This is an optimization exercise on Yosys and OpenROAD, whose aim is small area, a short achievable clock period and few clock cycles per item, not a production implementation.
Where RTL was checked, it was by simulation tests only, not by an equivalence proof against the original.
Power is estimated from default activity; no workload was simulated.

Setup of the baseline:
==> flow/design.v <==
`default_nettype none
package sus_pkg;
  localparam int CAPACITY = 16;
  localparam int CNT_W    = $clog2(CAPACITY + 1);
  localparam int VAL_W    = 32;
  localparam logic [1:0] KIND_SEARCH = 2'd0;
  localparam logic [1:0] KIND_INSERT = 2'd1;
  localparam logic [1:0] KIND_DELETE = 2'd2;
  localparam logic [1:0] KIND_SPARE  = 2'd3;
  localparam logic [1:0] ST_DONE  = 2'd0;
  localparam logic [1:0] ST_NOCHG = 2'd1;
  localparam logic [1:0] ST_FULL  = 2'd2;
  typedef logic [VAL_W-1:0] val_t;
  typedef logic [CNT_W-1:0] cnt_t;
endpackage
`default_nettype wire
`default_nettype none
module sus_cell (
  input  wire logic          clk,
  input  wire logic          vld_nxt,
  input  wire sus_pkg::val_t key,
  output logic               eq
);
  sus_pkg::val_t val_r;
  assign eq = (val_r == key);
  always_ff @(posedge clk) begin
    if (!vld_nxt) val_r <= key;
  end
endmodule
`default_nettype wire
`default_nettype none
module sorted_unique_set_engine (
  input  wire logic        clk,
  input  wire logic        rst_n,
  input  wire logic        in_valid,
  output logic             in_ready,
  input  wire logic [1:0]  in_kind,
  input  wire logic [31:0] in_value,
  output logic             out_valid,
  input  wire logic        out_ready,
  output logic             out_was_present,
  output logic [1:0]       out_status,
  output logic [4:0]       out_entry_count
);
  localparam int N = sus_pkg::CAPACITY;
  logic          rdy_r;
  logic          acc;
  logic          a_vld;
  logic [1:0]    a_kind;
  sus_pkg::val_t a_key;
  logic [N-1:0]  slot_vld;
  logic [N-1:0]  slot_vld_nxt;   
  logic [N-1:0]  eq_v;
  sus_pkg::cnt_t cnt_r;
  logic          b_vld;
  logic          b_ins, b_del;
  logic [N-1:0]  b_match;      
  logic [N/4-1:0] b_grp;       
  logic [N-1:0]  loc;          
  logic          present;
  logic          full;
  logic          do_ins, do_del;
  logic [N-1:0]  tgt;          
  sus_pkg::cnt_t cnt_nxt;
  logic [1:0]    status;
  logic [7:0]    res;
  assign in_ready = rdy_r;
  assign acc      = in_valid && rdy_r;
  for (genvar i = 0; i < N; i++) begin : g_cell
    sus_cell u_cell (
      .clk     (clk),
      .vld_nxt (slot_vld_nxt[i]),
      .key     (a_key),
      .eq      (eq_v[i])
    );
    if (i == 0) begin : g_first
      assign tgt[i] = !slot_vld[i];
    end else begin : g_rest
      assign tgt[i] = !slot_vld[i] && (&slot_vld[i-1:0]);
    end
  end
  always_ff @(posedge clk) begin
    a_vld   <= rst_n && acc;
    a_kind  <= in_kind;
    a_key   <= in_value;
    b_vld   <= rst_n && a_vld;
    b_ins   <= a_kind == sus_pkg::KIND_INSERT;
    b_del   <= a_kind == sus_pkg::KIND_DELETE;
    b_match <= eq_v & slot_vld_nxt;
    for (int g = 0; g < N / 4; g++) b_grp[g] <= |(eq_v[4*g +: 4] & slot_vld_nxt[4*g +: 4]);
  end
  assign loc     = b_match;
  assign present = |b_grp;
  assign full    = cnt_r[sus_pkg::CNT_W-1];
  assign do_ins  = b_vld && b_ins && !present && !full;
  assign do_del  = b_vld && b_del && present;
  assign slot_vld_nxt = (slot_vld & ~({N{b_vld && b_del}} & loc))
                      | ({N{do_ins}} & tgt);
  always_comb begin
    cnt_nxt = cnt_r;
    if (do_ins) cnt_nxt = cnt_r + 1'b1;
    if (do_del) cnt_nxt = cnt_r - 1'b1;
  end
  always_comb begin
    status = sus_pkg::ST_DONE;
    if (b_ins) begin
      if (present)   status = sus_pkg::ST_NOCHG;
      else if (full) status = sus_pkg::ST_FULL;
    end else if (b_del) begin
      if (!present)  status = sus_pkg::ST_NOCHG;
    end
  end
  assign res = {present, status, cnt_nxt};
  always_ff @(posedge clk) begin
    if (!rst_n) begin
      slot_vld <= '0;
      cnt_r    <= '0;
    end else begin
      slot_vld <= slot_vld_nxt;
      cnt_r    <= cnt_nxt;
    end
  end
  localparam int D = 4;
  logic [D-1:0]       q_vld;
  logic [7:0]         h_dat;     
  logic [D-1:1][3:0]  q_dat;     
  logic               pop;
  logic [D-1:0]       q_sh;      
  logic [D-1:0]       q_vld_nxt;
  logic [3:0]         res_s;     
  logic [4:0]         nxt_cnt;   
  assign res_s = {res[7:5], do_ins || do_del};
  assign pop  = q_vld[0] && out_ready;
  assign q_sh = pop ? {1'b0, q_vld[D-1:1]} : q_vld;
  assign q_vld_nxt = b_vld ? {q_sh[D-2:0], 1'b1} : q_sh;
  always_ff @(posedge clk) begin
    if (!rst_n) begin
      q_vld <= '0;
      rdy_r <= 1'b1;
    end else begin
      q_vld <= q_vld_nxt;
      rdy_r <= !q_vld_nxt[D-1]
            && !(q_vld_nxt[D-2] && (acc || a_vld))
            && !(q_vld_nxt[D-3] && acc && a_vld);
    end
  end
  always_comb begin
    nxt_cnt = h_dat[4:0];
    if (q_dat[1][0]) nxt_cnt = q_dat[1][3] ? h_dat[4:0] - 1'b1 : h_dat[4:0] + 1'b1;
  end
  always_ff @(posedge clk) begin
    if (!q_sh[0])  h_dat <= res;
    else if (pop)  h_dat <= {q_dat[1][3:1], nxt_cnt};
  end
  for (genvar p = 1; p < D; p++) begin : g_q
    logic [3:0] nxt;    
    if (p < D - 1) begin : g_sh
      assign nxt = pop ? q_dat[p+1] : q_dat[p];
    end else begin : g_last
      assign nxt = q_dat[p];
    end
    always_ff @(posedge clk) begin
      q_dat[p] <= q_sh[p] ? nxt : res_s;
    end
  end
  assign out_valid       = q_vld[0];
  assign out_was_present = h_dat[7];
  assign out_status      = h_dat[6:5];
  assign out_entry_count = h_dat[4:0];
endmodule
`default_nettype wire
export LEC_CHECK = 0
export CAP_MARGIN = 20
export CORE_MARGIN = 2
export CORE_UTILIZATION = 40
export SETUP_SLACK_MARGIN = 3.7
export SLEW_MARGIN = 20
create_clock -name core_clock -period 6.0 [get_ports {clk}]
standard.sh (not shown) runs the stock make flow with config.mk's settings and CLKGATE_MAP_FILE= SYNTH_SCRIPT=/design/flow/synth_recipe.tcl, a recipe that flattens the netlist after the stock synthesis.
==> flow/flow/run.sh <==
#!/bin/bash
# The standard layout (standard.sh) with two changes: clock tree synthesis
# uses larger sink clusters, clkbuf_8 sink buffers and no dummy loads, for a
# smaller clock tree; and
# the buffers that the standard flow puts on every input and output port are
# buf_2 cells instead of delay buffers. Everything else (synthesis, floorplan,
# power grid, placement, routing) is the standard flow's. make's full output
# goes to flow_make.log.
set -euo pipefail
CTS="-sink_clustering_enable -repair_clock_nets -sink_clustering_size 20 -sink_clustering_max_diameter 60 -dont_use_dummy_load -buf_list {sky130_fd_sc_hd__clkbuf_8 sky130_fd_sc_hd__clkbuf_16} -sink_clustering_buffer sky130_fd_sc_hd__clkbuf_8"
BUF="-buffer_cell sky130_fd_sc_hd__buf_2"
sed "s|\"\${@:-finish}\"|CTS_ARGS=\"$CTS\" BUFFER_PORTS_ARGS=\"$BUF\" \"\${@:-finish}\"|" standard.sh > lean.sh
grep -q "CTS_ARGS=" lean.sh
bash lean.sh > flow_make.log 2>&1
Having completed the whole flow, the baseline delivered a layout that passed the timing, design-rule and antenna checks.
Testbench counts of the baseline, summed over its fixed seeds: cycles 32,024, items 32,000.
## Diff of input files: the candidate against the baseline
--- a/flow/design.v
+++ b/flow/design.v
@@ -60,8 +60,11 @@
   logic          present;
   logic          full;
   logic          do_ins, do_del;
   logic [N-1:0]  tgt;          
+  logic [N-1:0]  spare;        
+  logic [N-1:0]  spare_first;  
+  logic [N-1:0]  tgt_nxt;
   sus_pkg::cnt_t cnt_nxt;
   logic [1:0]    status;
   logic [7:0]    res;
   assign in_ready = rdy_r;
@@ -73,11 +76,11 @@
       .key     (a_key),
       .eq      (eq_v[i])
     );
     if (i == 0) begin : g_first
-      assign tgt[i] = !slot_vld[i];
+      assign spare_first[i] = spare[i];
     end else begin : g_rest
-      assign tgt[i] = !slot_vld[i] && (&slot_vld[i-1:0]);
+      assign spare_first[i] = spare[i] && !(|spare[i-1:0]);
     end
   end
   always_ff @(posedge clk) begin
     a_vld   <= rst_n && acc;
@@ -93,8 +96,11 @@
   assign present = |b_grp;
   assign full    = cnt_r[sus_pkg::CNT_W-1];
   assign do_ins  = b_vld && b_ins && !present && !full;
   assign do_del  = b_vld && b_del && present;
+  assign spare   = ~slot_vld & ~tgt;
+  assign tgt_nxt = do_ins ? spare_first
+                 : ((|tgt) ? tgt : ({N{b_vld && b_del}} & loc));
   assign slot_vld_nxt = (slot_vld & ~({N{b_vld && b_del}} & loc))
                       | ({N{do_ins}} & tgt);
   always_comb begin
     cnt_nxt = cnt_r;
@@ -113,11 +119,13 @@
   assign res = {present, status, cnt_nxt};
   always_ff @(posedge clk) begin
     if (!rst_n) begin
       slot_vld <= '0;
+      tgt      <= N'(1);
       cnt_r    <= '0;
     end else begin
       slot_vld <= slot_vld_nxt;
+      tgt      <= tgt_nxt;
       cnt_r    <= cnt_nxt;
     end
   end
   localparam int D = 4;
Results
Reported for the candidate and the baseline, critical path depth in cells turned out identical to the last digit. Maximum frequency (lower): the baseline. Between the candidate and the baseline, the fraction of area in clock buffers and inverters figures differ only marginally. The candidate has mean number of vias per cell above what the baseline had. The baseline was routed with fewer vias than the candidate. The candidate — area of all sequential standard cells about 1.6% higher, the baseline as reference. ~same all-layer global routing usage in the candidate and the baseline. | time the final worst path needs with I/O delays and setup | lower: the candidate |. The candidate vs. the baseline: fraction of final layout cells with drive strength greater than 1 down 0.33 points; final total power went up by about 2.2%. Leakage power total in the candidate is 5.3% above the baseline. On proportion of power drawn by the clock network, the candidate and the baseline are basically level. The internal power summed over all cells of the candidate was inferior to that of the baseline. Against the baseline, the candidate reports a maximum fanout along the worst path that is lower.
Testbench counts of the candidate, summed over its fixed seeds: cycles 32,024, items 32,000.

========
Setup of v6:
Starts from the design.v that is shown in full above.
export LEC_CHECK = 0
export CAP_MARGIN = 20
export CORE_MARGIN = 2
export CORE_UTILIZATION = 40
export SETUP_SLACK_MARGIN = 3.7
export SLEW_MARGIN = 20
create_clock -name core_clock -period 6.0 [get_ports {clk}]
==> flow/flow/run.sh <==
#!/bin/bash
# The standard layout (standard.sh) with two changes: clock tree synthesis
# uses larger sink clusters and no dummy loads, for a smaller clock tree; and
# the buffers that the standard flow puts on every input and output port are
# buf_2 cells instead of delay buffers. Everything else (synthesis, floorplan,
# power grid, placement, routing) is the standard flow's. make's full output
# goes to flow_make.log.
set -euo pipefail
CTS="-sink_clustering_enable -repair_clock_nets -sink_clustering_size 25 -sink_clustering_max_diameter 70 -dont_use_dummy_load"
BUF="-buffer_cell sky130_fd_sc_hd__buf_2"
sed "s|\"\${@:-finish}\"|CTS_ARGS=\"$CTS\" BUFFER_PORTS_ARGS=\"$BUF\" \"\${@:-finish}\"|" standard.sh > lean.sh
grep -q "CTS_ARGS=" lean.sh
bash lean.sh > flow_make.log 2>&1
Testbench counts of v6, summed over its fixed seeds: cycles 32,024, items 32,000.
Modified inputs, v7 compared to v6
--- a/flow/design.v
+++ b/flow/design.v
@@ -44,19 +44,15 @@
 );
   localparam int N = sus_pkg::CAPACITY;
   logic          rdy_r;
   logic          acc;
-  logic          a_vld;
-  logic [1:0]    a_kind;
-  sus_pkg::val_t a_key;
   logic [N-1:0]  slot_vld;
   logic [N-1:0]  slot_vld_nxt;   
   logic [N-1:0]  eq_v;
   sus_pkg::cnt_t cnt_r;
   logic          b_vld;
   logic          b_ins, b_del;
   logic [N-1:0]  b_match;      
-  logic [N/4-1:0] b_grp;       
   logic [N-1:0]  loc;          
   logic          present;
   logic          full;
   logic          do_ins, do_del;
@@ -69,9 +65,9 @@
   for (genvar i = 0; i < N; i++) begin : g_cell
     sus_cell u_cell (
       .clk     (clk),
       .vld_nxt (slot_vld_nxt[i]),
-      .key     (a_key),
+      .key     (in_value),
       .eq      (eq_v[i])
     );
     if (i == 0) begin : g_first
       assign tgt[i] = !slot_vld[i];
@@ -79,19 +75,15 @@
       assign tgt[i] = !slot_vld[i] && (&slot_vld[i-1:0]);
     end
   end
   always_ff @(posedge clk) begin
-    a_vld   <= rst_n && acc;
-    a_kind  <= in_kind;
-    a_key   <= in_value;
-    b_vld   <= rst_n && a_vld;
-    b_ins   <= a_kind == sus_pkg::KIND_INSERT;
-    b_del   <= a_kind == sus_pkg::KIND_DELETE;
-    b_match <= eq_v & slot_vld_nxt;
-    for (int g = 0; g < N / 4; g++) b_grp[g] <= |(eq_v[4*g +: 4] & slot_vld_nxt[4*g +: 4]);
+    b_vld   <= rst_n && acc;
+    b_ins   <= in_kind == sus_pkg::KIND_INSERT;
+    b_del   <= in_kind == sus_pkg::KIND_DELETE;
+    b_match <= eq_v;
   end
-  assign loc     = b_match;
-  assign present = |b_grp;
+  assign loc     = b_match & slot_vld;
+  assign present = |loc;
   assign full    = cnt_r[sus_pkg::CNT_W-1];
   assign do_ins  = b_vld && b_ins && !present && !full;
   assign do_del  = b_vld && b_del && present;
   assign slot_vld_nxt = (slot_vld & ~({N{b_vld && b_del}} & loc))
@@ -119,9 +111,9 @@
       slot_vld <= slot_vld_nxt;
       cnt_r    <= cnt_nxt;
     end
   end
-  localparam int D = 4;
+  localparam int D = 3;
   logic [D-1:0]       q_vld;
   logic [7:0]         h_dat;     
   logic [D-1:1][3:0]  q_dat;     
   logic               pop;
@@ -138,11 +130,9 @@
       q_vld <= '0;
       rdy_r <= 1'b1;
     end else begin
       q_vld <= q_vld_nxt;
-      rdy_r <= !q_vld_nxt[D-1]
-            && !(q_vld_nxt[D-2] && (acc || a_vld))
-            && !(q_vld_nxt[D-3] && acc && a_vld);
+      rdy_r <= !q_vld_nxt[D-1] && !(q_vld_nxt[D-2] && acc);
     end
   end
   always_comb begin
     nxt_cnt = h_dat[4:0];
Notes after the runs:
In summary, v7 completed successfully, with a layout that passed the timing, design-rule and antenna checks.
Compared with v6, clock-buffer cell count in v7 decreased by more than 10%.
Delta (v7 minus v6): share of the synthesized netlist area taken by xor and xnor gates went up; reported sequential group power went down; fraction of final layout cells sized beyond drive strength 1 went up.
Re synthesized area: v6 was higher than v7.
Looking at global routing met3 resource utilization, v7 sits 0.58 points below v6.
v7 vs v6 — number of non-clock inverters in the layout dropped 11.
v7 ends up with a insertion delay of the later-clocked pin in the worst-skew pair that is 0.03 ns higher than in v6.
Actual slew at the worst max-slew pin down 0.077 ns in v7 wrt v6
Compared with v6, v7 shows full die area that has gone down by a few percent.
The number of enable-type register cells in the synthesized netlist number comes out higher for v6 vs v7.
Only the layout flow was run in v7; the RTL was not checked for function there.

-- static timing again, ports no longer ideal --
How much do the figures lean on ideal ports? The routed layouts below were timed once more, with nothing changed but the port constraints. Step 1 assumes that a clkbuf_16 drives the clock port and a buf_2 every other input. Step 2 moves the port delays by t, midway between the first and last clock arrival at a register: inputs arrive t later, outputs are due t later. That takes back most of the time a late clock gives input paths. Slacks: ideal ports / drivers / drivers and shift; pairs: ideal ports / drivers.
run	shift t [ns]	slack for setup (ns)	worst register clock-pin slew, ns
the baseline	0.605	3.681 / 3.623 / 3.398	0.12 / 0.12
the candidate	0.607	3.696 / 3.639 / 3.313	0.12 / 0.12
v6	0.615	3.668 / 3.608 / 3.405	0.10 / 0.10
v7	0.663	3.589 / 3.529 / 3.108	0.10 / 0.10
After both steps every run listed still meets setup and hold. The setup slack of v7, which loses most, moves by -0.060 ns with the drivers and by -0.481 ns with both steps.
